From an optimization exercise on the open Yosys and OpenROAD flow, aimed at small area; shortcuts taken in it are not production practice.
Only simulation tests tie the RTL to the original design; equivalence was not proved.
Power is estimated from default activity; no workload was simulated.

// rx_ppram
module rx_ppram #(
    parameter int unsigned BUF_NUM = 2,
    parameter int unsigned ADDR_W  = 8
) (
    input  logic              clk,
    input  logic              reset,
    input  logic [7:0]        wr_byte,
    input  logic [ADDR_W-1:0] wr_addr,
    input  logic              wr_clk,
    input  logic [7:0]        wr_flags,
    input  logic              switch,
    input  logic              clr,
    input  logic [ADDR_W-1:0] rd_addr,
    output logic [7:0]        rd_byte,
    output logic [7:0]        rd_flags,
    output logic              rd_valid,
    input  logic              rd_done,
    output logic              rx_lost,
    output logic [7:0]        lost_cnt,
    output logic [3:0]        buf_free
);
Size: ~8300 cells after synthesis, ~68 I/O pins.
==> flow/config.mk <==
export PLATFORM = sky130hd
export DESIGN_NAME = rx_ppram
export DESIGN_NICKNAME = rx_ppram
export VERILOG_FILES = /design/flow/design.v
export SDC_FILE = /design/flow/constraint.sdc
export NUM_CORES = 4
export LEC_CHECK = 0
export CAP_MARGIN = 20
export CORE_MARGIN = 2
export CORE_UTILIZATION = 70
export CTS_BUF_LIST = sky130_fd_sc_hd__clkbuf_2 sky130_fd_sc_hd__clkbuf_4 sky130_fd_sc_hd__clkbuf_8
export PLACE_DENSITY = 0.8
export SLEW_MARGIN = 20
export SYNTH_HIERARCHICAL = 1
==> flow/constraint.sdc <==
create_clock -name core_clock -period 8.0 [get_ports {clk}]
set_input_delay 1.6000 -clock core_clock [delete_from_list [all_inputs] [get_ports {clk}]]
set_output_delay 1.6000 -clock core_clock [all_outputs]
set_load 0.01 [all_outputs]
run.sh (not shown) runs the stock make flow with config.mk's settings and CLKGATE_MAP_FILE= SYNTH_SCRIPT=/design/flow/synth_recipe.tcl, a recipe that flattens the netlist after the stock synthesis.
==> next run, changes <==
==> flow/flow/run.sh (new file) <==
#!/bin/bash
# Own layout flow: the standard synthesis, then area recovery on the synthesized netlist
# (downsize.tcl), then the standard layout with a clock tree built from mid-size buffers in
# larger clusters and without dummy loads. Each tool's output goes to a log file here.
set -euo pipefail
bash standard.sh synth > synth.log 2>&1
DS_DB=orfs/results/${FLOW_PLATFORM}/rx_ppram/base/1_synth.odb \
  openroad -no_init -exit -no_splash flow/downsize.tcl > downsize.log 2>&1
export CTS_ARGS="-sink_clustering_enable -repair_clock_nets -dont_use_dummy_load -sink_clustering_size 16 -sink_clustering_max_diameter 60 -buf_list sky130_fd_sc_hd__clkbuf_8"
bash standard.sh > layout.log 2>&1
==> flow/flow/downsize.tcl (new file) <==
# Area recovery after synthesis: give every combinational cell the smallest-area variant of
# its own function (same name apart from the drive-strength suffix, same pins). Registers are
# left as synthesis made them. Placement and the later repair steps re-buffer and upsize where
# slew, capacitance or timing need it.
set db_file $::env(DS_DB)
read_db $db_file
set db [ord::get_db]
set lib_masters {}
foreach lib [$db getLibs] {
  foreach m [$lib getMasters] { lappend lib_masters $m }
}
array set best {}
foreach m $lib_masters {
  set n [$m getName]
  if {![regexp {^(sky130_fd_sc_hd__[a-z0-9]+)_([0-9]+)$} $n -> base sz]} continue
  set a [expr {[$m getWidth] * [$m getHeight]}]
  if {![info exists best($base)] || $a < [lindex $best($base) 1]} {
    set best($base) [list $m $a]
  }
}
set skip {^sky130_fd_sc_hd__(df|edf|sdf|sedf|dl|sdl|conb|tap|fill|decap|diode|lpflow|probe|clk)}
set n_swapped 0
set block [[$db getChip] getBlock]
foreach inst [$block getInsts] {
  set m [$inst getMaster]
  set n [$m getName]
  if {[regexp $skip $n]} continue
  if {![regexp {^(sky130_fd_sc_hd__[a-z0-9]+)_([0-9]+)$} $n -> base sz]} continue
  if {![info exists best($base)]} continue
  set bm [lindex $best($base) 0]
  if {[$bm getName] eq $n} continue
  if {[expr {[$bm getWidth] * [$bm getHeight]}] >= [expr {[$m getWidth] * [$m getHeight]}]} continue
  if {[$inst swapMaster $bm]} { incr n_swapped }
}
puts "downsize: swapped $n_swapped instances"
write_db $db_file
==> flow/standard.sh (new file) <==
#!/bin/bash
# synth_recipe.tcl (not shown) runs the flow's synth.tcl, then flattens the netlist and writes it again
# the make line also repeats each setting of config.mk as NAME=value (left out here)
make -C /OpenROAD-flow-scripts/flow DESIGN_CONFIG=/design/flow/config.mk WORK_HOME=/design/flow/orfs CLKGATE_MAP_FILE= SYNTH_SCRIPT=/design/flow/synth_recipe.tcl "${@:-finish}"
--- a/flow/config.mk
+++ b/flow/config.mk
@@ -9,5 +9,4 @@
 export CORE_MARGIN = 2
 export CORE_UTILIZATION = 70
-export CTS_BUF_LIST = sky130_fd_sc_hd__clkbuf_2 sky130_fd_sc_hd__clkbuf_4 sky130_fd_sc_hd__clkbuf_8
 export PLACE_DENSITY = 0.8
 export SLEW_MARGIN = 20
removed: flow/run.sh
Setup slack got worse by 0.32 ns; non-clock buffer count goes up by 19; wire length goes down by a few percent; global-route usage is about the same; synthesized area goes down by a few percent; final area goes down by a few percent; total power goes down by about a fifth; utilization goes down by 3.3 points; die area goes down by a few percent.

==> separate check: timing with driven ports <==
The flow's constraints put no driver on any port. The routed layouts listed below were extracted and timed again, unchanged, in two steps. Step 1, drivers: a clkbuf_16 drives clk and a buf_2 each remaining input, both assumed. Step 2 times the ports against the registers' clock, not the clock port: input delays grow and output delays shrink by t, the midpoint of the rising clock arrivals with the driver on. a / b / c = ideal / step 1 / step 2; a / b = the first two.
| run | t, ns | setup WS [ns] | worst setup path at the end |
|---|---|---|---|
| the first run | 1.195 | 2.559 / 2.623 / 1.428 | input to register |
| the second run | 1.166 | 2.240 / 2.311 / 1.145 | input to register |
After both steps every run listed still meets setup and hold. The setup slack of the first run, which loses most, moves by +0.064 ns with the drivers and by -1.131 ns with both steps.
